This is an optimization exercise on Yosys and OpenROAD, whose aim is small area, a short achievable clock period and few clock cycles per item, not a production implementation.
Where RTL was checked, it was by simulation tests only, not by an equivalence proof against the original.
Function not checked in run 6: the RTL went through the layout flow alone.
Power and IR drop assume default switching activity.

--- flow/design.v ---
`timescale 1ns / 1ps
`default_nettype none
package viq_pkg;
  localparam int unsigned GUEST_COUNT    = 2;
  localparam int unsigned GUEST_W        = 1;
  localparam int unsigned QUEUE_SLOTS_DEF = 64;
  localparam int unsigned ID_W           = 10;
  localparam int unsigned ACTION_W       = 4;
  localparam int unsigned STATUS_W       = 2;
  localparam logic [ID_W-1:0] SPURIOUS_ID = 10'h3FF;
  typedef enum logic [ACTION_W-1:0] {
    ACT_EOI_FWD      = 4'd0,
    ACT_INJECT_CUR   = 4'd1,
    ACT_READ_LATCH   = 4'd2,
    ACT_PUSH_OWN     = 4'd3,
    ACT_POP_ADAPT    = 4'd4,
    ACT_QUERY        = 4'd5,
    ACT_PUSH_OTHER   = 4'd6,
    ACT_POP          = 4'd7,
    ACT_INJECT_OTHER = 4'd8,
    ACT_GUEST_EOI    = 4'd9
  } action_e;
  typedef enum logic [STATUS_W-1:0] {
    STAT_OK        = 2'd0,
    STAT_EMPTY     = 2'd1,
    STAT_FULL      = 2'd2,
    STAT_SWALLOWED = 2'd3
  } status_e;
  typedef struct packed {
    logic accept;    
    logic load_rd;   
  } ctrl_cmd_t;
  typedef struct packed {
    logic pop_read;  
  } dp_status_t;
endpackage
`default_nettype wire
`timescale 1ns / 1ps
`default_nettype none
module viq_ram #(
  parameter int unsigned WIDTH = 10,
  parameter int unsigned DEPTH = 63
) (
  input  wire logic                       clk_i,
  input  wire logic                       push_i,
  input  wire logic [WIDTH-1:0]           wdata_i,
  input  wire logic [7:0]                 hi_i,
  input  wire logic [7:0]                 lo_i,
  output logic      [WIDTH-1:0]           head_o
);
  logic [WIDTH-1:0] mem_q [DEPTH];
  always_ff @(posedge clk_i) begin
    if (push_i) begin
      mem_q[0] <= wdata_i;
      for (int i = 1; i < DEPTH; i++) begin
        mem_q[i] <= mem_q[i-1];
      end
    end
  end
  logic [7:0][WIDTH-1:0] grp;
  always_comb begin
    for (int j = 0; j < 8; j++) begin
      grp[j] = '0;
      for (int k = 0; k < 8; k++) begin
        if (8 * j + k < DEPTH) grp[j] = grp[j] | ({WIDTH{lo_i[k]}} & mem_q[8 * j + k]);
      end
    end
    head_o = '0;
    for (int j = 0; j < 8; j++) begin
      head_o = head_o | ({WIDTH{hi_i[j]}} & grp[j]);
    end
  end
endmodule
`default_nettype wire
`timescale 1ns / 1ps
`default_nettype none
module viq_ctrl (
  input  wire logic clk_i,
  input  wire logic rst_ni,
  input  wire logic in_valid_i,
  output logic      in_stall_o,
  output logic      out_valid_o,
  input  wire logic out_stall_i,
  output logic      accept_o,    
  output logic      a_load_o,    
  output logic      a_from_b_o,  
  output logic      b_load_o     
);
  logic a_v_q, b_v_q;
  assign in_stall_o  = b_v_q;
  assign out_valid_o = a_v_q;
  assign accept_o    = in_valid_i & ~b_v_q;
  assign a_load_o    = ~a_v_q | ~out_stall_i;
  assign a_from_b_o  = b_v_q;
  assign b_load_o    = a_v_q & out_stall_i & ~b_v_q;
  always_ff @(posedge clk_i or negedge rst_ni) begin
    if (!rst_ni) begin
      a_v_q <= 1'b0;
      b_v_q <= 1'b0;
    end else begin
      a_v_q <= b_v_q | accept_o | (a_v_q & out_stall_i);
      b_v_q <= b_v_q ? out_stall_i : (accept_o & a_v_q & out_stall_i);
    end
  end
endmodule
`default_nettype wire
`timescale 1ns / 1ps
`default_nettype none
import viq_pkg::*;
module viq_dp (
  input  wire logic                  clk_i,
  input  wire logic                  rst_ni,
  input  wire logic                  accept_i,
  input  wire logic                  a_load_i,
  input  wire logic                  a_from_b_i,
  input  wire logic                  b_load_i,
  input  wire logic [ACTION_W-1:0]   action_i,
  input  wire logic                  current_vm_i,
  input  wire logic                  target_vm_i,
  input  wire logic [ID_W-1:0]       irq_id_i,
  output logic      [STATUS_W-1:0]   status_res_o,
  output logic      [ID_W-1:0]       value_o,
  output logic                       nonempty_o,
  output logic                       forward_valid_o,
  output logic      [ID_W-1:0]       forward_id_o
);
  localparam int unsigned DEPTH = QUEUE_SLOTS_DEF - 1;
  logic [GUEST_COUNT-1:0] [ID_W-1:0]  ack_q;
  logic [GUEST_COUNT-1:0]             adapt_q;
  logic [GUEST_COUNT-1:0] [7:0]       hi_q, lo_q;
  logic [GUEST_COUNT-1:0] [ID_W-1:0]  head;
  logic [GUEST_COUNT-1:0]             full, empty, push_en, pop_en;
  logic [STATUS_W-1:0] stat_q, stat_d;
  logic [ID_W-1:0]     value_q, value_d;
  logic                ne_q, ne_d;
  logic                fwd_v_q, fwd_v_d;
  logic [ID_W-1:0]     fwd_id_q, fwd_id_d;
  viq_pkg::action_e act;
  logic cur, tgt, oth, push_g, pop_g, is_push, is_pop;
  assign act     = viq_pkg::action_e'(action_i);
  assign cur     = current_vm_i;
  assign tgt     = target_vm_i;
  assign oth     = ~current_vm_i;
  assign push_g  = (act == ACT_PUSH_OTHER) ? oth : cur;
  assign pop_g   = (act == ACT_POP_ADAPT) ? cur : tgt;
  assign is_push = (act == ACT_PUSH_OWN) || (act == ACT_PUSH_OTHER);
  assign is_pop  = (act == ACT_POP_ADAPT) || (act == ACT_POP);
  for (genvar g = 0; g < GUEST_COUNT; g++) begin : g_q
    assign full[g]    = hi_q[g][7] & lo_q[g][6];
    assign empty[g]   = hi_q[g][7] & lo_q[g][7];
    assign push_en[g] = accept_i && is_push && (push_g == g) && !full[g];
    assign pop_en[g]  = accept_i && is_pop && (pop_g == g) && !empty[g];
    viq_ram #(
      .WIDTH(ID_W),
      .DEPTH(DEPTH)
    ) u_store (
      .clk_i  (clk_i),
      .push_i (push_en[g]),
      .wdata_i(irq_id_i),
      .hi_i   (hi_q[g]),
      .lo_i   (lo_q[g]),
      .head_o (head[g])
    );
    always_ff @(posedge clk_i or negedge rst_ni) begin
      if (!rst_ni) begin
        hi_q[g] <= 8'h80;
        lo_q[g] <= 8'h80;
      end else if (push_en[g]) begin
        lo_q[g] <= {lo_q[g][6:0], lo_q[g][7]};
        if (lo_q[g][7]) hi_q[g] <= {hi_q[g][6:0], hi_q[g][7]};
      end else if (pop_en[g]) begin
        lo_q[g] <= {lo_q[g][0], lo_q[g][7:1]};
        if (lo_q[g][0]) hi_q[g] <= {hi_q[g][0], hi_q[g][7:1]};
      end
    end
    always_ff @(posedge clk_i or negedge rst_ni) begin
      if (!rst_ni) begin
        ack_q[g]   <= SPURIOUS_ID;
        adapt_q[g] <= 1'b0;
      end else if (accept_i) begin
        unique case (act)
          ACT_INJECT_CUR: begin
            if (cur == g) begin
              if (adapt_q[g]) adapt_q[g] <= 1'b0;
              else ack_q[g] <= irq_id_i;
            end
          end
          ACT_POP_ADAPT: if (cur == g) adapt_q[g] <= 1'b1;
          ACT_INJECT_OTHER: if (oth == g) ack_q[g] <= irq_id_i;
          ACT_GUEST_EOI: if (cur == g) ack_q[g] <= SPURIOUS_ID;
          default: ;
        endcase
      end
    end
  end
  always_comb begin
    stat_d   = STAT_OK;
    value_d  = SPURIOUS_ID;
    ne_d     = 1'b0;
    fwd_v_d  = 1'b0;
    fwd_id_d = '0;
    unique case (act)
      ACT_EOI_FWD: begin
        fwd_v_d  = 1'b1;
        fwd_id_d = irq_id_i;
      end
      ACT_INJECT_CUR: if (adapt_q[cur]) stat_d = STAT_SWALLOWED;
      ACT_READ_LATCH: value_d = ack_q[cur];
      ACT_PUSH_OWN, ACT_PUSH_OTHER: if (full[push_g]) stat_d = STAT_FULL;
      ACT_POP_ADAPT, ACT_POP: begin
        if (empty[pop_g]) stat_d = STAT_EMPTY;
        else value_d = head[pop_g];
      end
      ACT_QUERY: ne_d = !empty[tgt];
      ACT_GUEST_EOI: begin
        fwd_v_d  = 1'b1;
        fwd_id_d = irq_id_i;
      end
      default: ;
    endcase
  end
  logic [STATUS_W-1:0] b_stat_q;
  logic [ID_W-1:0]     b_data_q;
  logic                b_ne_q;
  logic                b_fwd_v_q;
  always_ff @(posedge clk_i) begin
    if (b_load_i) begin
      b_stat_q  <= stat_d;
      b_data_q  <= fwd_v_d ? fwd_id_d : value_d;
      b_ne_q    <= ne_d;
      b_fwd_v_q <= fwd_v_d;
    end
  end
  always_ff @(posedge clk_i) begin
    if (a_load_i) begin
      if (a_from_b_i) begin
        stat_q   <= b_stat_q;
        value_q  <= b_fwd_v_q ? SPURIOUS_ID : b_data_q;
        ne_q     <= b_ne_q;
        fwd_v_q  <= b_fwd_v_q;
        fwd_id_q <= b_fwd_v_q ? b_data_q : '0;
      end else begin
        stat_q   <= stat_d;
        value_q  <= value_d;
        ne_q     <= ne_d;
        fwd_v_q  <= fwd_v_d;
        fwd_id_q <= fwd_id_d;
      end
    end
  end
  assign status_res_o    = stat_q;
  assign value_o         = value_q;
  assign nonempty_o      = ne_q;
  assign forward_valid_o = fwd_v_q;
  assign forward_id_o    = fwd_id_q;
endmodule
`default_nettype wire
`timescale 1ns / 1ps
`default_nettype none
import viq_pkg::*;
module virtual_irq_ack_latch_and_pending_fifo (
  input  wire logic                clk_i,
  input  wire logic                rst_ni,
  input  wire logic                in_valid_i,
  output logic                     in_stall_o,
  input  wire logic [ACTION_W-1:0] action_i,
  input  wire logic                current_vm_i,
  input  wire logic                target_vm_i,
  input  wire logic [ID_W-1:0]     irq_id_i,
  output logic                     out_valid_o,
  input  wire logic                out_stall_i,
  output logic      [STATUS_W-1:0] status_o,
  output logic      [ID_W-1:0]     value_o,
  output logic                     nonempty_o,
  output logic                     forward_valid_o,
  output logic      [ID_W-1:0]     forward_id_o
);
  logic accept, a_load, a_from_b, b_load;
  viq_ctrl u_ctrl (
    .clk_i      (clk_i),
    .rst_ni     (rst_ni),
    .in_valid_i (in_valid_i),
    .in_stall_o (in_stall_o),
    .out_valid_o(out_valid_o),
    .out_stall_i(out_stall_i),
    .accept_o   (accept),
    .a_load_o   (a_load),
    .a_from_b_o (a_from_b),
    .b_load_o   (b_load)
  );
  viq_dp u_dp (
    .clk_i          (clk_i),
    .rst_ni         (rst_ni),
    .accept_i       (accept),
    .a_load_i       (a_load),
    .a_from_b_i     (a_from_b),
    .b_load_i       (b_load),
    .action_i       (action_i),
    .current_vm_i   (current_vm_i),
    .target_vm_i    (target_vm_i),
    .irq_id_i       (irq_id_i),
    .status_res_o   (status_o),
    .value_o        (value_o),
    .nonempty_o     (nonempty_o),
    .forward_valid_o(forward_valid_o),
    .forward_id_o   (forward_id_o)
  );
endmodule
`default_nettype wire
--- flow/run.sh ---
#!/bin/bash
# synth_recipe.tcl (not shown) runs the flow's synth.tcl, then flattens the netlist and writes it again
# the make line also repeats each setting of config.mk as NAME=value (left out here)
make -C /OpenROAD-flow-scripts/flow DESIGN_CONFIG=/design/flow/config.mk WORK_HOME=/design/flow/orfs CLKGATE_MAP_FILE= SYNTH_SCRIPT=/design/flow/synth_recipe.tcl finish
--- flow/config.mk ---
export PLATFORM = sky130hd
export DESIGN_NAME = virtual_irq_ack_latch_and_pending_fifo
export DESIGN_NICKNAME = virtual_irq_ack_latch_and_pending_fifo
export VERILOG_FILES = /design/flow/design.v
export SDC_FILE = /design/flow/constraint.sdc
export NUM_CORES = 4
export LEC_CHECK = 0
export CAP_MARGIN = 20
export CORE_MARGIN = 2
export CORE_UTILIZATION = 50
export SETUP_SLACK_MARGIN = 3.1
export SLEW_MARGIN = 20
--- flow/constraint.sdc ---
create_clock -name core_clock -period 5.5 [get_ports {clk_i}]
set_input_delay 1.1000 -clock core_clock [delete_from_list [all_inputs] [get_ports {clk_i}]]
set_output_delay 1.1000 -clock core_clock [all_outputs]
set_load 0.01 [all_outputs]
==> metrics list, run 1 <==
* Leak: 0.0178 uW
- The library cell used most frequently in the layout, excluding fill and tap cells, is sky130_fd_sc_hd__edfxtp_1.
- Slew at the pin with the worst max-slew slack: 1.11 ns
- Core region area: 98100 sq um
- The number of global-route vias before repair came to 28200.
- P per Cell Area: 351 nW/um^2
- Hold bufs inserted after CTS: 0
- Unique masters post-synth: 51
* Final estimated routing congestion in global placement: 0.832
* Post-synthesis average cell area: 18.0 sq um
- Buffers on Ports: 45
* Pre-CTS setup slack: 1.28 ns
- Combinational cell fraction of total power: 1.8%
- Worst Min Path Start: u_dp.g_q[0].u_store.mem_q[3][9]
- The root buffer cell chosen for the clock tree is sky130_fd_sc_hd__clkbuf_16.
- STA classifies the critical path endpoint as an output port.
- The library cells used most frequently in the layout, excluding fill and tap cells, are sky130_fd_sc_hd__edfxtp_1 (1298), sky130_fd_sc_hd__a22oi_1 (648), sky130_fd_sc_hd__clkbuf_16 (155).
- Internal Power: 16400 uW
- Number of instances on the worst hold path: 0
- TritonCTS created 136 clock buffers.
* Total of warnings raised by yosys: 4
- Class of the tightest hold or removal check: register to register
* Total I/O pin count: 46
- In this run the worst path has a maximum fanout of 1.
- Adder-cell share of the synthesized area: 0%
* Wire length of the first global-routing pass: 191 mm
- The setup path with the least slack is of type register to output port.
- The slowest stage of the critical path belongs to the cell sky130_fd_sc_hd__edfxtp_1.
- VDD sags by at most 0.000310 V.
- Residual overflow from global routing: 0
- STA classifies the critical path startpoint as a register.
- Mux cell area share after synthesis: 0.655%
- Setup violations remaining at the end of the flow were counted as 0.
- Total number of nets in the final design: 2981
- Simple-gate portion of the synthesized area: 3.60%
* Instance count of the mapped netlist: 2744
- Worst hold slack: 0.436 ns
* Layout fillers: 7031
* Clock Sink Count: 1354
* First drt pass iteration count: 8
- Clock share of power: 42.6%
- Counting along the longest clock path gives a buffer depth of 3.
* CP Data Arrival Time: 1.41 ns
* Drt first-iter violations: 4511
- Fraction of the yosys area taken by sequential cells: 81.7%
- Fraction of power spent switching nets: 20.4%
* Final Hold Fails: 0
- Relative to the synthesized area, the layout overhead comes to 18.8%.
- The worst hold path terminates at u_dp.g_q[0].u_store.mem_q[4][9].
- Cell Count Post-Placement: 3952
- In this run, synthesis inferred 1298 flip-flops with an integrated enable.
- Reg2reg start: u_dp.lo_q[9]
- Clock-pin slew was measured on the worst setup and hold paths at 0.07 ns.
- Site Rows: 115
- For the finished layout, the period the worst path requires is 2.51 ns.
- At the worst endpoint, the required time is 4.40 ns.
* Setup repair after global routing missed its margin: true
- For this configuration, the core starts out at a cell density of 50.4%.
- Clock skew after layout: 0.0250 ns
- The initial antenna violation count is 4.
* Die Y-Extent: 318 um
- Summing the areas of all compound-gate instances in the mapped netlist gives 12.3% of the synthesized area.
- Flip-flop and latch count after synthesis: 1354
* Slew margin rel.: 25.9%
- Width of the die: 318 um
- Counting flops with an async set or reset pin after synthesis yields a share of 4.14%.
* Net switching power of the design: 4220 uW
* Max-Cap Viols: 0
* Cell family with the largest share of critical-path delay: flip-flops
* Post-detailed-placement half-perimeter wirelength: 65.5 mm
* CP Buf/Inv Count: 1
- The H-tree generated during clock tree synthesis spans 4 levels.
- Fraction of synthesized cell area in xor and xnor cells: 0.104%
- Mapped Nets: 2764
* Fraction of the cycle the final worst path needs: 45.7%
- Vias post-DR: 29500
- Timing would allow up to 398 MHz.
* Final worst-path setup slack: 2.99 ns
- TritonCTS built the clock tree.
- The max-slew violation count is 0.
- Pin count of the biggest net entering global routing: 76
- Once detail routing completed, the nets flagged for antenna violations numbered 0.
- Walking the worst path, the cells encountered are buf_2.
- DRC violation count after routing: 0
- The largest single stage delay on the critical path is 0.49 ns.
- The floorplan step defined a die boundary enclosing 101000 sq um.
- Path depth of the worst reg2reg path: 9
- For this run, the total global-route usage over all layers was measured as 25.4%.
* Share of cells above drive strength 1: 18.8%
- By area, the combinational part of the netlist is dominated by compound AO/OA/AOI/OAI gates.
- The flow ran to the end and the layout has no timing, DRC or antenna violations.
- Via density per instance: 6.79
- Seq pwr share: 55.6%
* Total standard cell area after synthesis: 49400 sq um
* Synth Flop Type: sky130_fd_sc_hd__edfxtp_1
- For flop-to-flop paths, the worst setup slack is 3.01 ns.
- For this block, the routed nets add up to 134 mm of wire.
- Clock insertion delay at the later pin of the skew report: 0.74 ns
- Non-filler instance count after layout: 4350
* Setup TNS after final layout: 0 ns
- Average routed wire per standard cell: 30.7 um
* Reg-to-reg endpoint: u_dp.value_q[0]
[state kept, by name, summed over array words and instances (netlist names), 10 cells and up]
signal and count:
u_dp.ack_q 20, u_dp.b_data_q 10, u_dp.fwd_id_q 10, u_dp.g_q.u_store.mem_q 1260, u_dp.hi_q 16, u_dp.lo_q 16, u_dp.value_q 10
[area by class of cell]
class	count	area [sq um]	area share [%]
inverter	4	15.0	0.0255
multi-input combinational	1203	8760	14.9
timing repair buffer	262	3740	6.37
clock buffer	180	3660	6.23
clock inverter	59	498	0.847
sequential	1354	40500	68.9
tap	1287	1610	2.74
antenna	1	2.50	0.00426
[per-layer routing]
layer | wire length [um] | global-route usage (%)
met1 | 55100 | 38.2
met2 | 59400 | 37.0
met3 | 15400 | 5.72
met4 | 3740 | 8.10
met5 | 0 | 0
[power by group through the flow]
stage	sequential, uW	clock [uW]	combinational, uW
finish	11500	8800	376
global route	11500	9330	405
CTS	11500	8930	349
detailed placement	11700	0	321
global placement	11700	0	300
floorplan	11700	0	184
[cells in the mapped netlist, types with 3 or more instances]
cell	number	area, sq um
sky130_fd_sc_hd__and3_1	3	18.8
sky130_fd_sc_hd__buf_2	3	15.0
sky130_fd_sc_hd__nand2_1	73	274
sky130_fd_sc_hd__inv_1	4	15.0
sky130_fd_sc_hd__edfxtp_1	1298	39000
sky130_fd_sc_hd__a22oi_1	696	5230
sky130_fd_sc_hd__nand4_1	141	882
sky130_fd_sc_hd__nand3_1	42	210
sky130_fd_sc_hd__mux2_2	3	33.8
sky130_fd_sc_hd__buf_1	28	105
sky130_fd_sc_hd__dfstp_2	24	631
sky130_fd_sc_hd__o21ai_0	14	70.1
sky130_fd_sc_hd__o22ai_1	19	119
sky130_fd_sc_hd__nor3_1	3	15.0
sky130_fd_sc_hd__buf_4	5	37.5
sky130_fd_sc_hd__a21oi_1	56	280
sky130_fd_sc_hd__clkbuf_1	144	541
sky130_fd_sc_hd__dfrtp_1	32	801
sky130_fd_sc_hd__nor2_1	56	210
sky130_fd_sc_hd__a222oi_1	20	200
sky130_fd_sc_hd__mux2i_1	29	290
sky130_fd_sc_hd__a22o_1	10	87.6
[how the worst max path moves through the flow]
stage	start	end	slack [ns]	cells past startpoint
after detailed placement	action_i[0]	u_dp.hi_q[4]	1.28	8
final	u_dp.value_q[4]	value_o[4]	2.99	1
after global routing	u_dp.lo_q[9]	u_dp.value_q[2]	2.94	7
after floorplan	action_i[2]	u_dp.hi_q[6]	1.34	8
after global placement	action_i[0]	u_dp.hi_q[2]	1.37	8
after CTS	u_dp.stat_q[1]	status_o[1]	2.97	1
[per-stage QoR]
stage | area, sq um | util, % | power (uW)
floorplan | 49600 | - | 11800
detailed placement | 51600 | 52.6 | 12000
global placement | 51500 | 52.5 | 12000
finish | 58800 | 59.9 | 20600
global route | 58800 | 59.9 | 21200
CTS | 57800 | 58.9 | 20700
[kinds of logic (layout without fill, tap and decap cells)]
kind of cell | Yosys count | after routing
buf+inv | 190 | 505
xor+xnor | 5 | 5
simple gates | 338 | 339
compound gates | 825 | 827
flops | 1354 | 1354
other cells | 0 | 1
mux | 32 | 32
[what timing repair did]
item | 4_1_cts | 5_1_grt
setup endpoints to repair | 1353 | 931
buffers inserted | 104 | 20
cloned | 13 | 21
gates resized for setup | 234 | 80
pin swaps | 43 | 65
Testbench counts, summed over its fixed seeds: cycles 32,008, items 32,000.
==> run 2: changes to the inputs <==
--- a/flow/config.mk
+++ b/flow/config.mk
@@ -8,5 +8,7 @@
 export CAP_MARGIN = 20
 export CORE_MARGIN = 2
-export CORE_UTILIZATION = 50
+export CORE_UTILIZATION = 65
+export CTS_CLUSTER_DIAMETER = 60
+export CTS_CLUSTER_SIZE = 25
 export SETUP_SLACK_MARGIN = 3.1
 export SLEW_MARGIN = 20
==> run 2 against run 1 <==
- still clean
- via count down 1.4%
- clock skew up 0.0076 ns
- clock-buffer cell count down 92
- largest power group unchanged
- highest routed layer is now met5
==> metrics list, run 2 <==
* Clock Sink Count: 1354
- The first TritonRoute pass finished after 6 iterations.
* Most common cell after layout, fill and taps aside: sky130_fd_sc_hd__edfxtp_1
- H-tree depth: 3
- Kind of start point of the critical path: register
- Class of the tightest hold or removal check: register to register
- Largest family of logic cells by synthesized area: compound AO/OA/AOI/OAI gates
- The number of failing hold endpoints at the final stage came to 0.
* Number of enable-type register cells in the synthesized netlist: 1298
* Simple-gate portion of the synthesized area: 3.60%
- For this design, the CTS-stage hold fixing added 0 buffers.
- Post-synth ARST share: 4.14%
- Total I/O pin count: 46
- Max-Cap Viols: 0
* CTS tree: built
- Combinational cell fraction of total power: 2.1%
- In the final layout, flip-flops and latches occupy 40500 sq um.
- Most frequent cells in the layout: sky130_fd_sc_hd__edfxtp_1 (1298), sky130_fd_sc_hd__a22oi_1 (649), sky130_fd_sc_hd__nand4_1 (141)
- TritonCTS created 79 clock buffers.
* Total standard cell area after synthesis: 49400 sq um
* CP Buf/Inv Count: 2
* Net switching power of the design: 3900 uW
- In this run the tool buffered the top-level ports with 45 buffer cells.
- Category of the most critical setup path: register to register
- Pin count of the biggest net entering global routing: 63
* DRC violation count after routing: 0
- Once detail routing completed, the nets flagged for antenna violations numbered 0.
* Internal Power: 14500 uW
- Post-synth top area cell: sky130_fd_sc_hd__edfxtp_1
- Largest registers: u_dp.g_q.u_store.mem_q (1260), u_dp.ack_q (20)
* Clk buf depth: 3
- Most instantiated library cell after synthesis: sky130_fd_sc_hd__edfxtp_1
- Synthesis inferred 1354 register bits.
- Total of warnings raised by yosys: 4
- Core region area: 75600 sq um
- For this configuration, the core starts out at a cell density of 65.4%.
- The floorplan step defined a die boundary enclosing 78300 sq um.
- Post-detailed-placement half-perimeter wirelength: 64.6 mm
* GRT Overall Usage: 32.6%
* Unique masters post-synth: 51
* Mapped Nets: 2764
- Slowest-stage cell, CP: sky130_fd_sc_hd__dfrtp_4
- Clock transition at the register clock pins on the worst setup and hold paths after CTS: 0.10 ns
- Synth Flop Type: sky130_fd_sc_hd__edfxtp_1
- Compared with the post-synthesis result, the final layout area differs by 15.3%.
- Wirelength, routed: 129 mm
* Wire length of the first global-routing pass: 187 mm
* Setup repair after global routing missed its margin: true
- Site Rows: 101
- Seq pwr share: 62.2%
- Sequential cells were found to cover 81.7% of the synthesized design area.
- Derived from the worst setup path, the maximum achievable clock frequency is 400 MHz.
- Setup total negative slack on the finished layout was measured at 0 ns.
- The filler cells instantiated in the layout total 4330.
- For this design the ratio of total power to cell area is 323 nW/um^2.
- Synthesis produced a netlist whose cell count is 2744.
- Data on the critical path is required at its endpoint by 5.87 ns.
- Yosys attributes the largest share of cell area to sky130_fd_sc_hd__edfxtp_1 (79%), sky130_fd_sc_hd__a22oi_1 (11%), sky130_fd_sc_hd__nand4_1 (1.8%).
- Top reg by flops: u_dp.g_q.u_store.mem_q
* Adder-cell share of the synthesized area: 0%
* Via density per instance: 7.38
* Antenna violations before repair: 7
- Area of the multi-input gates: 8720 sq um
- In this run the mean area of a mapped cell was 18.0 sq um.
- Total number of nets in the final design: 2926
- Clock skew after layout: 0.0326 ns
- At the end of routability-driven placement, the weighted congestion stood at 0.851.
* Worst-path fanout max: 16
* Fraction of power spent switching nets: 21.2%
- Total non-filler cell area in the finished layout: 57000 sq um
* Average routed wire per standard cell: 32.7 um
- Fraction of synthesized cell area in xor and xnor cells: 0.104%
- The clock network accounts for 35.7% of the total power.
* Area after detailed placement: 51100 sq um
- Multiplexer cells account for 0.655% of the synthesized area.
- Portion of synthesized cell area occupied by the leading cell type: 78.8%
* Vias in the first global route: 27900
- Cell Chain, Critical Path: buf_8 > buf_8 > a22oi_1 > nand4_1 > a22oi_1 > nand3_2 > o22ai_2 > a21oi_1
- Post-synth top cells: sky130_fd_sc_hd__edfxtp_1 (1298), sky130_fd_sc_hd__a22oi_1 (696), sky130_fd_sc_hd__clkbuf_1 (144)
- For this block, the via count after detailed routing is 29100.
* Largest register FFs: 1260
- For the worst setup path, the data arrival time is 2.87 ns.
* Die Y-Extent: 280 um
* Count of final setup violators: 0
* Register-to-register setup slack: 3.00 ns
* Leak: 0.0170 uW
- Endpoint class of the critical path: register
* Delay contributed by the slowest stage of the critical path: 0.56 ns
- Residual overflow from global routing: 0
- For the pin with the worst max-slew slack, the measured transition is 1.09 ns.
- The floorplan step set the die width to 280 um.
* Fraction of the cycle the final worst path needs: 45.4%
- Cell family with the largest share of critical-path delay: compound AO/OA/AOI/OAI gates
- Clock insertion delay at the later pin of the skew report: 0.66 ns
* Slew margin rel.: 27.4%
* IR drop worst, VDD: 0.000278 V
- For this run, the share of the core covered by cells in the final layout is 75.4%.
- The post-route netlist has 17.8% of its cells at a drive strength greater than 1.
- Final slew viol count: 0
- Root cell of the clock tree: sky130_fd_sc_hd__clkbuf_16
- Minimum period implied by the final worst setup slack: 2.50 ns
- The run finished with no timing, DRC or antenna violations.
- The synthesized netlist devotes 12.3% of its cell area to compound gates.
- After the first detailed-routing iteration, the DRC count stood at 4358.
-- run 2: cell types whose count changed in the layout (fill, tap and decap cells not counted), sizes merged, moves of 2 or more --
cell,change
clkbuf,-102
clkinvlp,+6
inv,+15
clkinv,-28
bufbuf,+4
buf,+7
diode,+2
-- run 2: routing by layer --
metal / part of all wire, % / up-vias / track usage [%]
met2: 44 / 2083 / 45.9
met1: 40 / 14900 / 50.4
met3: 13 / 245 / 8.40
met4: 3.2 / 8 / 11.2
li1: - / 11900 / -
met5: 0.043 / - / 0
-- run 2: power groups by stage --
stage / Combinational [uW] / Sequential, uW / Clock, uW
after floorplan: 184 / 11700 / 0
after global placement: 306 / 11700 / 0
after detailed placement: 318 / 11700 / 0
after CTS: 371 / 11400 / 6650
after global routing: 419 / 11500 / 6980
final: 390 / 11500 / 6570
-- run 2: kinds of logic after synthesis --
family          Yosys count
mux                      32
compound gates          825
xor+xnor                  5
flops                  1354
simple gates            338
buf+inv                 190
-- run 2: timing repair --
action | in CTS | in global routing
hold endpoints to repair | 0 | 0
resized for setup | 284 | 64
pin swaps | 51 | 57
buffers inserted | 98 | 24
setup endpoints to repair | 1356 | 751
gates cloned | 32 | 7
-- run 2: layout make-up --
class	instances	area share, %
Inverter	4	0.0263
Tap cell	978	2.15
Antenna cell	3	0.0132
Sequential cell	1354	71.0
Timing Repair Buffer	263	6.81
Multi-Input combinational cell	1204	15.3
Clock buffer	88	3.60
Clock inverter	51	1.06
-- run 2: per-stage QoR --
step,setup slack [ns],std cells,hold slack [ns],power (uW)
5_1_grt,2.93,3942,0.443,18900
3_3_place_gp,1.48,3642,0.428,12000
4_1_cts,3.04,3911,0.440,18500
6_report,3.00,3945,0.440,18400
2_1_floorplan,1.34,2744,0.426,11800
3_5_place_dp,1.34,3642,0.432,12000
-- run 2: final timing paths --
path                                                  start                               end  cells after the start
max in group asynchronous                            rst_ni                      u_dp.lo_q[9]                      2
setup / recovery                               u_dp.lo_q[2]                   u_dp.value_q[9]                      8
hold reg to reg            u_dp.g_q[1].u_store.mem_q[21][0]  u_dp.g_q[1].u_store.mem_q[22][0]                      0
setup reg to reg                               u_dp.lo_q[2]                   u_dp.value_q[9]                      8
hold / removal             u_dp.g_q[1].u_store.mem_q[21][0]  u_dp.g_q[1].u_store.mem_q[22][0]                      0
min in group asynchronous                            rst_ni                      u_ctrl.b_v_q                      2
==> run 3: changes to the inputs <==
--- a/flow/config.mk
+++ b/flow/config.mk
@@ -8,5 +8,5 @@
 export CAP_MARGIN = 20
 export CORE_MARGIN = 2
-export CORE_UTILIZATION = 65
+export CORE_UTILIZATION = 75
 export CTS_CLUSTER_DIAMETER = 60
 export CTS_CLUSTER_SIZE = 25
==> run 3 against run 2 <==
- total power fell by 5.4%
- largest power group unchanged
- combinational power fell by 3%
- critical path type unchanged
- critical endpoint is now u_dp.value_q[0]
- still clean
- flip-flop and latch count did not move
- die area fell by 13%
==> metrics list, run 3 <==
- After clock tree synthesis, the flow added hold-fix buffers numbering 0.
* Fraction of the yosys area taken by sequential cells: 81.7%
- Total standard cell area after synthesis: 49400 sq um
* Clk buf depth: 3
- Total I/O pin count: 46
* Post-synth top cells: sky130_fd_sc_hd__edfxtp_1 (1298), sky130_fd_sc_hd__a22oi_1 (696), sky130_fd_sc_hd__clkbuf_1 (144)
- Pre-CTS setup slack: 1.35 ns
- In this run the tightest slew margin relative to its limit is 29.8%.
- Sequential cells burn 65.8% of the power.
- The first detailed-routing pass ran for 6 iterations.
- For this run, the leading register cell type out of synthesis is sky130_fd_sc_hd__edfxtp_1.
- Reg2reg start: u_dp.lo_q[13]
- The clock tree synthesis step divided the H-tree into 3 levels.
- The first global-routing pass estimated 184 mm of wire.
- Clock Sink Count: 1354
- For the worst flop-to-flop path, the logic depth is 7.
- The top cell types in the final layout, fill and taps aside, are sky130_fd_sc_hd__edfxtp_1 (1298), sky130_fd_sc_hd__a22oi_1 (644), sky130_fd_sc_hd__nand4_1 (141).
- Total of warnings raised by yosys: 4
- u_dp.g_q.u_store.mem_q holds more flip-flops than any other register.
- Most instantiated library cell after synthesis: sky130_fd_sc_hd__edfxtp_1
* Number of enable-type register cells in the synthesized netlist: 1298
- The worst register-to-register path ends at u_dp.value_q[0].
- Worst Min Path Start: u_dp.g_q[1].u_store.mem_q[59][0]
- The post-route netlist has 15.6% of its cells at a drive strength greater than 1.
* Clock skew after layout: 0.0285 ns
* Number of buffers inserted during clock tree synthesis: 67
- Fraction of the cycle the final worst path needs: 46.0%
* Vias post-DR: 29800
* Core region area: 65500 sq um
- Clock share of power: 32.0%
- Flip-flop and latch count after synthesis: 1354
- Endpoint class of the critical path: register
- Initial cell density of the core: 75.5%
* IR drop worst, VDD: 0.000349 V
- Routability-driven placement finished with a final weighted congestion of 0.913.
* Fraction of power spent switching nets: 20.0%
* Cell Chain, Critical Path: buf_12 > a222oi_1 > nand3_1 > a22oi_2 > nand3_1 > o22ai_2 > a21oi_2
- Critical path endpoint: u_dp.value_q[0]
- CTS tree: built
- Drt first-iter violations: 5422
- After floorplanning, the core was divided into 94 placement rows.
- Total number of nets in the final design: 2876
- When the netlist entered floorplanning its net count stood at 2764.
* Floorplan die area: 68000 sq um
- STA classifies the critical path startpoint as a register.
* Leading post-synthesis cells by cell area: sky130_fd_sc_hd__edfxtp_1 (79%), sky130_fd_sc_hd__a22oi_1 (11%), sky130_fd_sc_hd__nand4_1 (1.8%)
- Final worst-path setup slack: 2.97 ns
* Setup TNS after final layout: 0 ns
- Post-synthesis average cell area: 18.0 sq um
* Max-Cap Viols: 0
- Measured along the y axis, the die boundary spans 261 um.
- After clock tree synthesis, the clock-pin slew on the worst setup and hold paths is 0.10 ns.
- DRC violation count after routing: 0
- Relative to the synthesized area, the layout overhead comes to 12.1%.
- Derived from the worst setup path, the maximum achievable clock frequency is 395 MHz.
* Post-detailed-placement half-perimeter wirelength: 63.3 mm
- The analysis attributes to cell leakage a power of 0.0164 uW.
* Via density per instance: 7.94
- STA puts the critical path data required time at 5.84 ns.
* Slowest-stage cell, CP: sky130_fd_sc_hd__dfrtp_4
- Synthesis handed over a netlist of 2744 instances.
* Combinational cell fraction of total power: 2.2%
- Net switching power of the design: 3490 uW
- Global routing used 37.1% of the available tracks across all layers.
* Pin count of the biggest net entering global routing: 127
* Worst setup path startpoint: u_dp.lo_q[13]
- Minimum period implied by the final worst setup slack: 2.53 ns
- Average routed wire per standard cell: 34.4 um
* CP Data Arrival Time: 2.87 ns
- For this run, asynchronously set or reset flops after synthesis account for 4.14%.
- Unique masters post-synth: 51
* Clock insertion delay at the later pin of the skew report: 0.64 ns
* Width of the die: 261 um
- CP Buf/Inv Count: 1
* Final Hold Fails: 0
* Post-detailed-route count of antenna-violating nets: 0
- The synthesized design spends more area on one cell type than any other, namely sky130_fd_sc_hd__edfxtp_1.
* Worst-path fanout max: 6
- The worst hold path was traced through 0 stages.
- Residual overflow from global routing: 0
* Cell type with the highest occurrence count on the critical path: sky130_fd_sc_hd__nand3_1
- The register with the most flip-flops in the layout has 1260 of them.
- In the final layout, the registers with the most flip-flops are u_dp.g_q.u_store.mem_q (1260), u_dp.ack_q (20).
- Count of final setup violators: 0
* Wirelength, routed: 129 mm
- The initial antenna violation count is 2.
* P per Cell Area: 314 nW/um^2
- Status: complete, no violations
- Portion of synthesized cell area occupied by the leading cell type: 78.8%
- The number of global-route vias before repair is 28000.
- Cell family with the largest share of critical-path delay: compound AO/OA/AOI/OAI gates
- The critical path is of the register to register type.
* Most common cell after layout, fill and taps aside: sky130_fd_sc_hd__edfxtp_1
* Logic depth of the worst setup path including buffers: 7
* Setup repair after global routing missed its margin: true
- Internal Power: 13900 uW
* Slew at the pin with the worst max-slew slack: 1.05 ns
* Final slew viol count: 0
- The largest single stage delay on the critical path is 0.59 ns.
- The setup check on the worst reg-to-reg path leaves a slack of 2.97 ns.
- The worst hold path belongs to the class register to register.
- Clock tree synthesis selected as its root buffer the cell sky130_fd_sc_hd__clkbuf_16.
* Buffers on Ports: 45
[run 3: cell counts after synthesis]
No cell type changed its count.
[run 3: worst min-delay path by stage]
stage | slack, ns | end
after floorplan | 0.43 | u_dp.g_q[0].u_store.mem_q[59][2]
after CTS | 0.45 | u_dp.g_q[1].u_store.mem_q[46][6]
final | 0.45 | u_dp.g_q[1].u_store.mem_q[60][0]
after global placement | 0.43 | u_dp.g_q[0].u_store.mem_q[36][4]
after detailed placement | 0.43 | u_dp.g_q[0].u_store.mem_q[6][6]
after global routing | 0.46 | u_dp.g_q[0].u_store.mem_q[23][0]
[run 3: repair_timing]
action / in CTS / in global routing
cloned: 14 / 11
resized for setup: 231 / 67
setup buffers: 79 / 35
setup endpoints to repair: 1373 / 1134
pin swaps: 35 / 52
[run 3: power groups by stage]
stage               sequential, uW  clock [uW]  combinational [uW]
detailed placement           11700           0                 324
finish                       11500        5570                 379
global placement             11700           0                 310
global route                 11500        5890                 400
CTS                          11400        5540                 351
floorplan                    11700           0                 184
[run 3: cell families after synthesis]
family	synth area share, %
AND/OR/NAND/NOR	3.60
XOR/XNOR	0.104
flip-flops	81.7
multiplexers	0.655
buffers and inverters	1.59
AO/OA/AOI/OAI	12.3
[run 3: metrics by stage]
stage / utilization, % / instance area (sq um) / power [uW] / hold WS (ns) / std cells
after floorplan: - / 49600 / 11800 / 0.426 / 2744
after global placement: 77.6 / 50800 / 12000 / 0.429 / 3512
after detailed placement: 77.6 / 50800 / 12000 / 0.433 / 3512
after CTS: 83.5 / 54700 / 17300 / 0.447 / 3705
after global routing: 84.6 / 55400 / 17800 / 0.458 / 3751
final: 84.6 / 55500 / 17400 / 0.451 / 3752
[run 3: cell type report]
| class | instances | area (sq um) |
|---|---|---|
| Antenna cell | 1 | 2.50 |
| Inverter | 4 | 15.0 |
| Clock buffer | 78 | 1760 |
| Timing Repair Buffer | 225 | 3110 |
| Sequential cell | 1354 | 40500 |
| Multi-Input combinational cell | 1204 | 8810 |
| Clock inverter | 22 | 198 |
| Tap cell | 864 | 1080 |
| Fill cell | 2654 | 10100 |
[run 3: layer usage]
metal / track usage [%] / vias to the layer above / share of wire [%]
met1: 56.1 / 14800 / 36
met5: 0 / - / 0.0077
met4: 14.6 / 2 / 4.2
met2: 53.1 / 2908 / 45
met3: 9.77 / 383 / 16
li1: - / 11700 / -
==> run 4: changes to the inputs <==
--- a/flow/config.mk
+++ b/flow/config.mk
@@ -8,5 +8,5 @@
 export CAP_MARGIN = 20
 export CORE_MARGIN = 2
-export CORE_UTILIZATION = 75
+export CORE_UTILIZATION = 80
 export CTS_CLUSTER_DIAMETER = 60
 export CTS_CLUSTER_SIZE = 25
==> run 4 against run 3 <==
- sequential share of layout area decreased by 0.31 points
- hold slack got worse by 0.0087 ns
- via count increased by 5.1%
- total power increased by 1.8%
- fmax decreased by 4.3%
- sequential power about the same
- synthesized cell count unchanged
- die area decreased by 6.2%
- combinational power decreased by 2%
- critical path type unchanged
- critical endpoint is now u_dp.value_q[7]
==> metrics list, run 4 <==
- Top reg by flops: u_dp.g_q.u_store.mem_q
- Category of the most critical setup path: register to register
- Buffers placed on the I/O ports in this run total 45.
- The floorplan step defined a die boundary enclosing 63800 sq um.
- The clock reaches the later pin of the worst-skew pair after 0.66 ns.
- Synthesis instantiated 51 different standard cells from the library.
- H-tree depth: 3
- For this design, the slowest cell found on the critical path is sky130_fd_sc_hd__dfrtp_4.
- Drt first-iter violations: 6738
- Total standard cell area after synthesis: 49400 sq um
* Final slew viol count: 0
- Instance count of the mapped netlist: 2744
- On the final layout, the worst clock skew is 0.0262 ns.
* Via density per instance: 8.44
* CP Buf/Inv Count: 2
- Leak: 0.0166 uW
- Synth Flop Type: sky130_fd_sc_hd__edfxtp_1
- The run finished with no timing, DRC or antenna violations.
- The initial antenna violation count is 7.
* Peak clock frequency supported by timing: 379 MHz
* Clock transition at the register clock pins on the worst setup and hold paths after CTS: 0.11 ns
* Fraction of the cycle the final worst path needs: 48.0%
- Setup repair after global routing missed its margin: true
- Area of the multi-input gates: 8840 sq um
- The design draws 17700 uW.
* Root cell of the clock tree: sky130_fd_sc_hd__clkbuf_16
- From bottom edge to top edge, the die measures 253 um.
- In this run, placement finished with an instance count of 3451.
- Largest registers: u_dp.g_q.u_store.mem_q (1260), u_dp.ack_q (20)
- After synthesis, the mean cell area works out to 18.0 sq um.
- Largest register FFs: 1260
- Post-detailed-placement half-perimeter wirelength: 64.7 mm
* Wirelength, routed: 142 mm
- Final Hold Fails: 0
- IR drop worst, VDD: 0.000331 V
- CTS tree: built
- Portion of synthesized cell area occupied by the leading cell type: 78.8%
- Flip-flop and latch count after synthesis: 1354
* Site Rows: 91
- Post-detailed-route count of antenna-violating nets: 0
* Fraction of power spent switching nets: 20.3%
* Minimum period implied by the final worst setup slack: 2.64 ns
* Most common cell after layout, fill and taps aside: sky130_fd_sc_hd__edfxtp_1
- The finished layout holds 3714 standard cells, fillers aside.
* Average routed wire per standard cell: 38.2 um
* Clock share of power: 33.2%
* Cell Chain, Critical Path: buf_12 > buf_12 > a222oi_1 > nand3_1 > a22oi_2 > nand3_1 > o22ai_2 > a21oi_1
- The internal portion of the total power is 14100 uW.
* Pin count of the biggest net entering global routing: 94
- CP Data Arrival Time: 3.01 ns
- After floorplanning, the core was sized to cover 61400 sq um.
* Residual overflow from global routing: 0
* Final worst-path setup slack: 2.86 ns
* Initial cell density of the core: 80.6%
- Wire length of the first global-routing pass: 186 mm
- The tool flagged a number of max-cap violations equal to 0.
- For the pin with the worst max-slew slack, the measured transition is 1.20 ns.
* Final estimated routing congestion in global placement: 0.916
- The largest single stage delay on the critical path is 0.51 ns.
- Setup violations remaining at the end of the flow were counted as 0.
- For this run, the detailed router's first-pass iteration total came to 9.
- sky130_fd_sc_hd__edfxtp_1 takes more of the synthesized area than any other cell.
* Mapped Nets: 2764
* Share of cells above drive strength 1: 16.6%
- Along the worst path, the maximum fanout reaches 7.
- Most frequent cells in the layout: sky130_fd_sc_hd__edfxtp_1 (1298), sky130_fd_sc_hd__a22oi_1 (640), sky130_fd_sc_hd__nand4_1 (141)
- For this run, design rule violations remaining after detail routing come to 0.
- Clk buf depth: 3
- Hold repair after CTS inserted 0 buffers.
- Post-synth top cells: sky130_fd_sc_hd__edfxtp_1 (1298), sky130_fd_sc_hd__a22oi_1 (696), sky130_fd_sc_hd__clkbuf_1 (144)
- From left edge to right edge, the die measures 253 um.
- The filler cells instantiated in the layout total 1894.
- In this run the count of I/O pins placed on the die edge is 46.
- Of all flip-flops after synthesis, the portion carrying an async set or reset was 4.14%.
- By instance count, the leading cell after synthesis is sky130_fd_sc_hd__edfxtp_1.
* FF+latch area: 40500 sq um
* P per Cell Area: 318 nW/um^2
- During synthesis, Yosys emitted a total of 4 warnings.
- Seq pwr share: 64.7%
- After synthesis, the cell types taking the most area are sky130_fd_sc_hd__edfxtp_1 (79%), sky130_fd_sc_hd__a22oi_1 (11%), sky130_fd_sc_hd__nand4_1 (1.8%).
- Number of enable-type register cells in the synthesized netlist: 1298
- The number of global-route vias before repair is 28800.
* Fraction of the yosys area taken by sequential cells: 81.7%
- GRT Overall Usage: 40.4%
* Net switching power of the design: 3610 uW
- Before CTS, the worst setup slack after placement is 1.24 ns.
- STA classifies the critical path endpoint as a register.
- For the worst setup path, the data required time is 5.86 ns.
* Number of buffers inserted during clock tree synthesis: 68
- In this design, the largest share of critical-path delay is due to compound AO/OA/AOI/OAI gates.
- Vias post-DR: 31300
* Setup TNS after final layout: 0 ns
* Slew margin rel.: 19.8%
- Total number of nets in the final design: 2895
* Clock Sink Count: 1354
- Compared with the post-synthesis result, the final layout area differs by 12.6%.
* Combinational cell fraction of total power: 2.1%
* Kind of start point of the critical path: register
- Class of the tightest hold or removal check: register to register
[run 4: cells by family (layout without fill, tap and decap cells)]
family	Yosys count	after routing	synth area share, %
other	0	6	0
XOR/XNOR	5	5	0.104
flip-flops	1354	1354	81.7
buffers and inverters	190	358	1.59
AND/OR/NAND/NOR	338	341	3.60
AO/OA/AOI/OAI	825	828	12.3
multiplexers	32	32	0.655
[run 4: what timing repair did]
action / 4_1_cts / 5_1_grt
setup endpoints to repair: 1370 / 792
gates cloned: 10 / 17
pin swaps: 37 / 72
setup buffers: 85 / 32
gates resized for setup: 214 / 94
[run 4: power groups by stage]
stage | logic (uW) | registers (uW) | clock network [uW]
floorplan | 184 | 11700 | 0
global placement | 302 | 11700 | 0
detailed placement | 320 | 11700 | 0
CTS | 343 | 11500 | 5760
global route | 393 | 11500 | 6120
finish | 372 | 11500 | 5890
[run 4: area by class of cell]
cell class,instances,share of cell area (%)
multi-input combinational,1206,15.9
antenna,6,0.0270
inverter,4,0.0270
sequential,1354,72.7
timing repair buffer,241,5.79
clock buffer,94,3.40
tap,790,1.78
clock inverter,19,0.418
[run 4: worst reg2reg max path: cells and delay by family (launching register included)]
kind	cells	cell delay [ns]
DFF	1	0.51
buffers and inverters	2	0.32
and+or+nand+nor	2	0.37
AOI/OAI and AO/OA	4	1.17
[run 4: layer usage]
layer  GRT usage (%)  wire [um]  vias to the layer above  part of all wire (%)
met5               0         27                        -                 0.019
met4            18.8       8200                        4                   5.8
met3            12.7      24900                      649                    18
met2            58.2      63500                     3776                    45
met1            58.1      45100                    15100                    32
li1                -          -                    11800                     -
[run 4: final timing paths]
path	cells past startpoint	end	slack, ns	start
worst max-delay path	8	u_dp.value_q[7]	2.86	u_dp.lo_q[11]
max in group asynchronous	2	u_dp.lo_q[0]	4.23	rst_ni
worst min-delay path	0	u_dp.g_q[0].u_store.mem_q[39][4]	0.44	u_dp.g_q[0].u_store.mem_q[38][4]
min in group asynchronous	2	u_dp.adapt_q[0]	0.65	rst_ni
worst max register to register	8	u_dp.value_q[7]	2.86	u_dp.lo_q[11]
worst min register to register	0	u_dp.g_q[0].u_store.mem_q[39][4]	0.44	u_dp.g_q[0].u_store.mem_q[38][4]
[run 4: through the flow]
stage	hold WS, ns	utilization (%)	area [sq um]
CTS	0.443	89.2	54700
floorplan	0.426	-	49600
global placement	0.428	82.9	50900
global route	0.457	90.7	55700
finish	0.443	90.7	55700
detailed placement	0.433	82.9	50900
==> run 5: changes to the inputs <==
--- a/flow/config.mk
+++ b/flow/config.mk
@@ -8,7 +8,7 @@
 export CAP_MARGIN = 20
 export CORE_MARGIN = 2
-export CORE_UTILIZATION = 80
+export CORE_UTILIZATION = 75
 export CTS_CLUSTER_DIAMETER = 60
 export CTS_CLUSTER_SIZE = 25
-export SETUP_SLACK_MARGIN = 3.1
+export SETUP_SLACK_MARGIN = 3.2
 export SLEW_MARGIN = 20
==> run 5 against run 4 <==
- global-route usage down 1.8 points
- hold slack better by 0.0063 ns
- non-clock buffer count did not move
- register-to-register slack gained 0.08 ns
- final cell count grew 1.4%
- critical path type unchanged
- highest routed layer unchanged
==> metrics list, run 5 <==
- In this run the number of H-tree levels came out at 3.
* Category of the most critical setup path: register to register
- Site Rows: 94
* Total number of nets in the final design: 2891
- In this design, the stage delay of the slowest critical-path cell is 0.60 ns.
- In the final layout, the share of cells above drive strength 1 is 16.2%.
- Total non-filler cell area in the finished layout: 55800 sq um
- Post-synthesis average cell area: 18.0 sq um
* Clock skew after layout: 0.0354 ns
- The library cells used most frequently in the layout, excluding fill and tap cells, are sky130_fd_sc_hd__edfxtp_1 (1298), sky130_fd_sc_hd__a22oi_1 (641), sky130_fd_sc_hd__nand4_1 (141).
- The routed design has 132 mm of wire.
- Minimum period implied by the final worst setup slack: 2.56 ns
* Endpoint class of the critical path: register
* Peak clock frequency supported by timing: 391 MHz
- Across all setup checks in the final design, the least slack found is 2.94 ns.
- Area after detailed placement: 50800 sq um
- First drt pass iteration count: 9
* Pre-CTS setup slack: 1.35 ns
- For hold timing, the worst endpoint is u_dp.g_q[1].u_store.mem_q[46][6].
- Antenna violations before repair: 4
- In this run the clock root is driven by a sky130_fd_sc_hd__clkbuf_16.
* Cell type with the highest occurrence count on the critical path: sky130_fd_sc_hd__nand3_1
- By area, the combinational part of the netlist is dominated by compound AO/OA/AOI/OAI gates.
* Post-detailed-placement half-perimeter wirelength: 63.3 mm
- The register with the most flip-flops in the final layout is u_dp.g_q.u_store.mem_q.
- Largest registers: u_dp.g_q.u_store.mem_q (1260), u_dp.ack_q (20)
- The initial utilization of the core area, before any placement, comes to 75.5%.
- Unique masters post-synth: 51
- Simple-gate portion of the synthesized area: 3.60%
- Of the post-synthesis cell area, the part taken by muxes is 0.655%.
* IR drop worst, VDD: 0.000345 V
* Core region area: 65500 sq um
* Mapped Nets: 2764
- After detailed routing, the number of remaining DRC violations is 0.
- Via density per instance: 8.03
- P per Cell Area: 312 nW/um^2
* Total standard cell area after synthesis: 49400 sq um
- Pin placement for this block handled 46 I/O pins.
- The startpoint identified for the worst hold timing path is u_dp.g_q[1].u_store.mem_q[45][6].
* Setup repair after global routing missed its margin: true
- Compound-Gate Fraction of Synth Area: 12.3%
- Number of instances on the worst hold path: 0
- Post-synth top cells: sky130_fd_sc_hd__edfxtp_1 (1298), sky130_fd_sc_hd__a22oi_1 (696), sky130_fd_sc_hd__clkbuf_1 (144)
* Worst EP required: 5.83 ns
* Register-to-register setup slack: 2.94 ns
* Post-detailed-route count of antenna-violating nets: 0
- Instance count of the mapped netlist: 2744
* Wire length of the first global-routing pass: 190 mm
* Fraction of synthesized cell area in xor and xnor cells: 0.104%
- Fraction of the cycle the final worst path needs: 46.5%
- Flip-flop and latch count after synthesis: 1354
- The number of global-route vias before repair was 28700.
- Setup violations remaining at the end of the flow were counted as 0.
- Die Y-Extent: 261 um
- The startpoint identified for the worst register-to-register timing path is u_dp.lo_q[13].
- Post-synth top area cell: sky130_fd_sc_hd__edfxtp_1
- Final Hold Fails: 0
- Number of buffers inserted during clock tree synthesis: 67
- Total Power: 17400 uW
* Clock insertion delay at the later pin of the skew report: 0.66 ns
* Slew margin rel.: 25.4%
- Counting flops with a built-in enable in the synthesized netlist gives 1298.
- Among all flip-flop cells after synthesis, the most frequent one is sky130_fd_sc_hd__edfxtp_1.
- The slowest stage of the critical path is the sky130_fd_sc_hd__dfrtp_4 cell.
- Most instantiated library cell after synthesis: sky130_fd_sc_hd__edfxtp_1
- The longest clock path from root to sink contains 3 buffers.
- Vias post-DR: 30200
- Width of the die: 261 um
- TritonCTS built the clock tree.
- Input and output buffers added on the ports amount to 45.
- Leak: 0.0165 uW
- Largest register FFs: 1260
* Most common cell after layout, fill and taps aside: sky130_fd_sc_hd__edfxtp_1
* Setup TNS after final layout: 0 ns
- Post-synth ARST share: 4.14%
* Average routed wire per standard cell: 35.2 um
- The min-delay analysis places its worst path in the category register to register.
- Reg-to-reg endpoint: u_dp.value_q[0]
- Residual overflow from global routing: 0
- Drt first-iter violations: 5745
- Leading post-synthesis cells by cell area: sky130_fd_sc_hd__edfxtp_1 (79%), sky130_fd_sc_hd__a22oi_1 (11%), sky130_fd_sc_hd__nand4_1 (1.8%)
* Floorplan die area: 68000 sq um
- Max-cap violations in this run came to 0.
- Fill cells in the final layout number 2611.
- Slew at the pin with the worst max-slew slack: 1.12 ns
- Pin count of the biggest net entering global routing: 127
* Worst-path fanout max: 10
- Clock transition at the register clock pins on the worst setup and hold paths after CTS: 0.10 ns
- GRT Overall Usage: 38.6%
- Total of warnings raised by yosys: 4
* Cell Chain, Critical Path: buf_12 > a222oi_1 > nand3_1 > a22oi_2 > nand3_1 > o22ai_2 > a21oi_1
- Routability-driven placement finished with a final weighted congestion of 0.913.
- Path depth of the worst reg2reg path: 7
- Kind of start point of the critical path: register
- Portion of synthesized cell area occupied by the leading cell type: 78.8%
* Adder-cell share of the synthesized area: 0%
- Compared with the post-synthesis result, the final layout area differs by 12.9%.
- Status: complete, no violations
* Worst hold slack: 0.449 ns
- For the worst setup path, the data arrival time is 2.89 ns.
* Clock Sink Count: 1354
- The max-slew violation count was 0.
- After synthesis, flip-flops and latches occupy 81.7% of the total area.
[run 5: cell counts after synthesis]
No cell type changed its count.
[run 5: power breakdown]
group,internal [uW],switching [uW],leakage [uW]
clock,2420,3170,0.000942
sequential,11400,96.3,0.0115
combinational,145,247,0.00409
total,13900,3510,0.0165
[run 5: logic make-up after synthesis]
| kind of cell | count (synthesis) |
|---|---|
| compound gates | 825 |
| xor+xnor | 5 |
| buf+inv | 190 |
| flops | 1354 |
| mux | 32 |
| simple gates | 338 |
[run 5: repair_timing]
| action | 4_1_cts | 5_1_grt |
|---|---|---|
| endpoints found under the setup margin | 1381 | 1019 |
| pin swaps | 51 | 53 |
| hold buffers | 0 | 0 |
| setup buffers | 105 | 15 |
| gates resized for setup | 287 | 49 |
| cloned | 29 | 5 |
[run 5: stage by stage]
step	cells	util, %
after floorplan	2744	-
after global placement	3512	77.6
after detailed placement	3512	77.6
after CTS	3746	84.6
after global routing	3766	85.2
final	3767	85.2
[run 5: worst max path at each step]
stage                                                   to  cells after the start          start
after detailed placement  u_dp.g_q[0].u_store.mem_q[62][8]                      6    action_i[0]
after floorplan                               u_dp.hi_q[6]                      8    action_i[2]
after CTS                                  u_dp.value_q[0]                      7   u_dp.lo_q[1]
after global routing                       u_dp.value_q[0]                      7  u_dp.lo_q[13]
final                                      u_dp.value_q[0]                      7  u_dp.lo_q[13]
after global placement    u_dp.g_q[0].u_store.mem_q[57][8]                      6    action_i[0]
[run 5: per-layer routing]
metal	part of all wire, %	track usage [%]	wire, um
met5	0.079	0.926	105
met4	4.5	16.8	6020
met3	16	10.4	20800
met2	45	55.0	59000
met1	35	57.7	46600
[run 5: critical path: cells and delay by family, from the launching register on]
kind	cells	cell delay [ns]
AO/OA/AOI/OAI	4	1.10
buffers and inverters	1	0.19
flip-flops	1	0.60
AND/OR/NAND/NOR	2	0.35
[run 5: layout make-up]
type                            count  area, sq um  area share [%]
Antenna cell                        1         2.50         0.00448
Clock buffer                       78         1760            3.15
Clock inverter                     22          198           0.354
Inverter                            4         15.0          0.0269
Multi-Input combinational cell   1203         8790            15.7
Sequential cell                  1354        40500            72.5
Tap cell                          864         1080            1.94
Timing Repair Buffer              241         3510            6.29
==> run 6: changes to the inputs <==
--- a/flow/design.v
+++ b/flow/design.v
@@ -45,6 +45,5 @@
   input  wire logic                       push_i,
   input  wire logic [WIDTH-1:0]           wdata_i,
-  input  wire logic [7:0]                 hi_i,
-  input  wire logic [7:0]                 lo_i,
+  input  wire logic [$clog2(DEPTH+1)-1:0] count_i,
   output logic      [WIDTH-1:0]           head_o
 );
@@ -58,15 +57,8 @@
     end
   end
-  logic [7:0][WIDTH-1:0] grp;
   always_comb begin
-    for (int j = 0; j < 8; j++) begin
-      grp[j] = '0;
-      for (int k = 0; k < 8; k++) begin
-        if (8 * j + k < DEPTH) grp[j] = grp[j] | ({WIDTH{lo_i[k]}} & mem_q[8 * j + k]);
-      end
-    end
-    head_o = '0;
-    for (int j = 0; j < 8; j++) begin
-      head_o = head_o | ({WIDTH{hi_i[j]}} & grp[j]);
+    head_o = mem_q[0];
+    for (int i = 1; i < DEPTH; i++) begin
+      if (count_i == ($clog2(DEPTH+1))'(i + 1)) head_o = mem_q[i];
     end
   end
@@ -82,23 +74,17 @@
   output logic      out_valid_o,
   input  wire logic out_stall_i,
-  output logic      accept_o,    
-  output logic      a_load_o,    
-  output logic      a_from_b_o,  
-  output logic      b_load_o     
-);
-  logic a_v_q, b_v_q;
-  assign in_stall_o  = b_v_q;
-  assign out_valid_o = a_v_q;
-  assign accept_o    = in_valid_i & ~b_v_q;
-  assign a_load_o    = ~a_v_q | ~out_stall_i;
-  assign a_from_b_o  = b_v_q;
-  assign b_load_o    = a_v_q & out_stall_i & ~b_v_q;
+  output logic      accept_o,
+  output logic      load_o
+);
+  logic valid_q;
+  assign in_stall_o  = valid_q & out_stall_i;
+  assign load_o      = ~in_stall_o;
+  assign accept_o    = in_valid_i & ~in_stall_o;
+  assign out_valid_o = valid_q;
   always_ff @(posedge clk_i or negedge rst_ni) begin
     if (!rst_ni) begin
-      a_v_q <= 1'b0;
-      b_v_q <= 1'b0;
+      valid_q <= 1'b0;
     end else begin
-      a_v_q <= b_v_q | accept_o | (a_v_q & out_stall_i);
-      b_v_q <= b_v_q ? out_stall_i : (accept_o & a_v_q & out_stall_i);
+      valid_q <= accept_o | in_stall_o;
     end
   end
@@ -112,7 +98,5 @@
   input  wire logic                  rst_ni,
   input  wire logic                  accept_i,
-  input  wire logic                  a_load_i,
-  input  wire logic                  a_from_b_i,
-  input  wire logic                  b_load_i,
+  input  wire logic                  load_i,
   input  wire logic [ACTION_W-1:0]   action_i,
   input  wire logic                  current_vm_i,
@@ -126,7 +110,8 @@
 );
   localparam int unsigned DEPTH = QUEUE_SLOTS_DEF - 1;
+  localparam int unsigned CNT_W = $clog2(DEPTH + 1);
   logic [GUEST_COUNT-1:0] [ID_W-1:0]  ack_q;
   logic [GUEST_COUNT-1:0]             adapt_q;
-  logic [GUEST_COUNT-1:0] [7:0]       hi_q, lo_q;
+  logic [GUEST_COUNT-1:0] [CNT_W-1:0] cnt_q;
   logic [GUEST_COUNT-1:0] [ID_W-1:0]  head;
   logic [GUEST_COUNT-1:0]             full, empty, push_en, pop_en;
@@ -147,6 +132,6 @@
   assign is_pop  = (act == ACT_POP_ADAPT) || (act == ACT_POP);
   for (genvar g = 0; g < GUEST_COUNT; g++) begin : g_q
-    assign full[g]    = hi_q[g][7] & lo_q[g][6];
-    assign empty[g]   = hi_q[g][7] & lo_q[g][7];
+    assign full[g]    = (cnt_q[g] == CNT_W'(DEPTH));
+    assign empty[g]   = (cnt_q[g] == '0);
     assign push_en[g] = accept_i && is_push && (push_g == g) && !full[g];
     assign pop_en[g]  = accept_i && is_pop && (pop_g == g) && !empty[g];
@@ -158,18 +143,14 @@
       .push_i (push_en[g]),
       .wdata_i(irq_id_i),
-      .hi_i   (hi_q[g]),
-      .lo_i   (lo_q[g]),
+      .count_i(cnt_q[g]),
       .head_o (head[g])
     );
     always_ff @(posedge clk_i or negedge rst_ni) begin
       if (!rst_ni) begin
-        hi_q[g] <= 8'h80;
-        lo_q[g] <= 8'h80;
+        cnt_q[g] <= '0;
       end else if (push_en[g]) begin
-        lo_q[g] <= {lo_q[g][6:0], lo_q[g][7]};
-        if (lo_q[g][7]) hi_q[g] <= {hi_q[g][6:0], hi_q[g][7]};
+        cnt_q[g] <= cnt_q[g] + 1'b1;
       end else if (pop_en[g]) begin
-        lo_q[g] <= {lo_q[g][0], lo_q[g][7:1]};
-        if (lo_q[g][0]) hi_q[g] <= {hi_q[g][0], hi_q[g][7:1]};
+        cnt_q[g] <= cnt_q[g] - 1'b1;
       end
     end
@@ -220,31 +201,11 @@
     endcase
   end
-  logic [STATUS_W-1:0] b_stat_q;
-  logic [ID_W-1:0]     b_data_q;
-  logic                b_ne_q;
-  logic                b_fwd_v_q;
   always_ff @(posedge clk_i) begin
-    if (b_load_i) begin
-      b_stat_q  <= stat_d;
-      b_data_q  <= fwd_v_d ? fwd_id_d : value_d;
-      b_ne_q    <= ne_d;
-      b_fwd_v_q <= fwd_v_d;
-    end
-  end
-  always_ff @(posedge clk_i) begin
-    if (a_load_i) begin
-      if (a_from_b_i) begin
-        stat_q   <= b_stat_q;
-        value_q  <= b_fwd_v_q ? SPURIOUS_ID : b_data_q;
-        ne_q     <= b_ne_q;
-        fwd_v_q  <= b_fwd_v_q;
-        fwd_id_q <= b_fwd_v_q ? b_data_q : '0;
-      end else begin
-        stat_q   <= stat_d;
-        value_q  <= value_d;
-        ne_q     <= ne_d;
-        fwd_v_q  <= fwd_v_d;
-        fwd_id_q <= fwd_id_d;
-      end
+    if (load_i) begin
+      stat_q   <= stat_d;
+      value_q  <= value_d;
+      ne_q     <= ne_d;
+      fwd_v_q  <= fwd_v_d;
+      fwd_id_q <= fwd_id_d;
     end
   end
@@ -276,5 +237,5 @@
   output logic      [ID_W-1:0]     forward_id_o
 );
-  logic accept, a_load, a_from_b, b_load;
+  logic accept, load;
   viq_ctrl u_ctrl (
     .clk_i      (clk_i),
@@ -285,7 +246,5 @@
     .out_stall_i(out_stall_i),
     .accept_o   (accept),
-    .a_load_o   (a_load),
-    .a_from_b_o (a_from_b),
-    .b_load_o   (b_load)
+    .load_o     (load)
   );
   viq_dp u_dp (
@@ -293,7 +252,5 @@
     .rst_ni         (rst_ni),
     .accept_i       (accept),
-    .a_load_i       (a_load),
-    .a_from_b_i     (a_from_b),
-    .b_load_i       (b_load),
+    .load_i         (load),
     .action_i       (action_i),
     .current_vm_i   (current_vm_i),
--- a/flow/config.mk
+++ b/flow/config.mk
@@ -8,7 +8,4 @@
 export CAP_MARGIN = 20
 export CORE_MARGIN = 2
-export CORE_UTILIZATION = 75
-export CTS_CLUSTER_DIAMETER = 60
-export CTS_CLUSTER_SIZE = 25
-export SETUP_SLACK_MARGIN = 3.2
+export CORE_UTILIZATION = 30
 export SLEW_MARGIN = 20
==> run 6 against run 5 <==
- area after synthesis up 10%
- wire length up 25%
- register-to-register slack worse by 2.5 ns
- still clean
- final cell count up 67%
- clock power up about 70%
- core utilization down 50 points
- hold slack worse by 0.032 ns
- clock-buffer cell count up 96
- non-clock buffer count down 50
- sequential share of layout area down 9.6 points
==> metrics list, run 6 <==
- Combinational logic is responsible for 28.5% of the overall power.
* Setup repair after global routing missed its margin: false
- Instance count of the mapped netlist: 3683
- Die Y-Extent: 430 um
- Share of cells above drive strength 1: 12.6%
- TritonCTS built the clock tree.
- Worst EP required: 6.16 ns
* Total I/O pin count: 46
- Entering global routing, the biggest net connects 214 pins.
* Post-synthesis average cell area: 14.8 sq um
- Largest register FFs: 1260
- First drt pass iteration count: 6
- Summing all placed instances gives a cell area of 58200 sq um.
* Final slew viol count: 0
* Largest registers: u_dp.g_q.u_store.mem_q (1260), u_dp.ack_q (20), u_dp.cnt_q (12)
- Fraction of the yosys area taken by sequential cells: 72.5%
- The worst register-to-register path has a setup slack of 0.44 ns.
* Reg2reg start: u_dp.cnt_q[3]
- GRT Overall Usage: 17.2%
- In the routed layout, each cell is associated on average with a via count of 5.72.
- Leak: 0.0196 uW
* Worst setup path startpoint: u_dp.cnt_q[3]
* Core region area: 181000 sq um
- Vias in the first global route: 34400
- Flip-flop and latch count after synthesis: 1319
- In the final design database the tool counted 3836 nets.
- GR Layer Usage met3: 3.70%
- Net switching is 35.2% of the power.
- Hold bufs inserted after CTS: 0
- Delay contributed by the slowest stage of the critical path: 1.05 ns
* Final Hold Fails: 0
- Sequential cells account for 39.5% of the total power.
- Most instantiated library cell after synthesis: sky130_fd_sc_hd__edfxtp_1
- After routing the design area is 62800 sq um.
* Clock insertion delay at the later pin of the skew report: 0.80 ns
- The worst register-to-register path has a depth of 9.
* Status: complete, no violations
- H-tree depth: 4
* Max-Cap Viols: 0
- Slowest-stage cell, CP: sky130_fd_sc_hd__a2111oi_1
* Vias post-DR: 36000
- Slew at the pin with the worst max-slew slack: 1.18 ns
* Global routing met2 resource utilization: 26.8%
- The first routing iteration left 5291 violations.
* Top reg by flops: u_dp.g_q.u_store.mem_q
* Kind of start point of the critical path: register
- The count of nets left with antenna violations once routing finished came out at 0.
- Setup violations remaining at the end of the flow were counted as 0.
- Number of instances on the worst hold path: 0
-- run 6: changes by cell type in the layout (fill, tap and decap cells not counted), sizes merged, moves of 70 or more --
| cell | previous run | this run |
|---|---|---|
| a21oi | 58 | 155 |
| nand4 | 141 | 20 |
| nand2 | 73 | 239 |
| a22oi | 696 | 61 |
| buf | 217 | 147 |
| o22ai | 19 | 155 |
| clkbuf | 84 | 174 |
| nor2 | 59 | 239 |
| o21ai | 14 | 220 |
-- run 6: per-stage QoR --
| stage | std cells | total power, uW |
|---|---|---|
| detailed placement | 6034 | 20100 |
| global placement | 6034 | 20100 |
| CTS | 6288 | 29600 |
| global route | 6289 | 30500 |
| finish | 6294 | 29600 |
| floorplan | 3683 | 16400 |
-- run 6: logic make-up (layout without fill, tap and decap cells) --
family                   after synthesis  count (layout)  share of synthesized area, %
buffers and inverters                231             467                          1.98
XOR/XNOR                              15              15                         0.241
multiplexers                         115             115                          2.42
AND/OR/NAND/NOR                      903             903                          8.73
AO/OA/AOI/OAI                       1090            1090                          13.9
other                                  0               5                             0
adder cells (fa/ha/maj)               10              10                         0.257
flip-flops                          1319            1319                          72.5
-- run 6: per-layer routing --
layer  wire length (um)  part of all wire, %  up-vias
met3              15400                  9.3      283
li1                   -                    -    15300
met2              76100                   46     2062
met1              68300                   41    18300
met5                 17                0.010        -
met4               5420                  3.3        2
-- run 6: worst max-delay path by stage --
stage	end	slack [ns]	depth (start not counted)
2_1_floorplan	u_dp.cnt_q[5]	-16.60	13
3_3_place_gp	u_dp.value_q[6]	0.65	9
3_5_place_dp	u_dp.value_q[3]	0.49	8
4_1_cts	u_dp.value_q[6]	0.57	9
5_1_grt	u_dp.value_q[6]	0.36	9
6_report	u_dp.value_q[6]	0.44	9
-- run 6: power by group through the flow --
stage | Clock [uW] | Combinational (uW) | Sequential (uW)
after floorplan | 0 | 4840 | 11500
after global placement | 0 | 8220 | 11900
after detailed placement | 0 | 8200 | 11900
after CTS | 9640 | 8240 | 11700
after global routing | 10000 | 8730 | 11700
final | 9480 | 8430 | 11700
-- run 6: layout make-up --
type | instances | area (sq um)
Antenna cell | 5 | 12.5
Clock buffer | 174 | 3650
Clock inverter | 80 | 902
Fill cell | 17200 | 118000
Inverter | 22 | 85.1
Multi-Input combinational cell | 2133 | 14000
Sequential cell | 1319 | 39500
Tap cell | 2370 | 2970
Timing Repair Buffer | 191 | 1660

## afterwards: timing with drivers on the ports
The flow's constraints put no driver on any port. The routed layouts listed below were extracted and timed again, unchanged, in two steps.
Step 1: set_driving_cell puts a clkbuf_16 on clk_i and a buf_2 on each other input, an assumption about the parent block.
Step 2, shift: input delay + t, output delay - t, t = (earliest + latest rising clock arrival at the registers) / 2. This alone moves slack from input paths to output paths.
a / b / c = ideal / step 1 / step 2; a / b = the first two.
run	shift t [ns]	slack for setup (ns)
run 1	0.806	2.987 / 2.914 / 2.377
run 2	0.719	3.001 / 2.983 / 2.431
run 3	0.704	2.971 / 2.971 / 2.376
run 4	0.710	2.858 / 2.858 / 2.395
run 5	0.710	2.940 / 2.940 / 2.428
run 6	0.851	0.438 / 0.438 / 0.339
After both steps setup and hold are still met in every run listed.
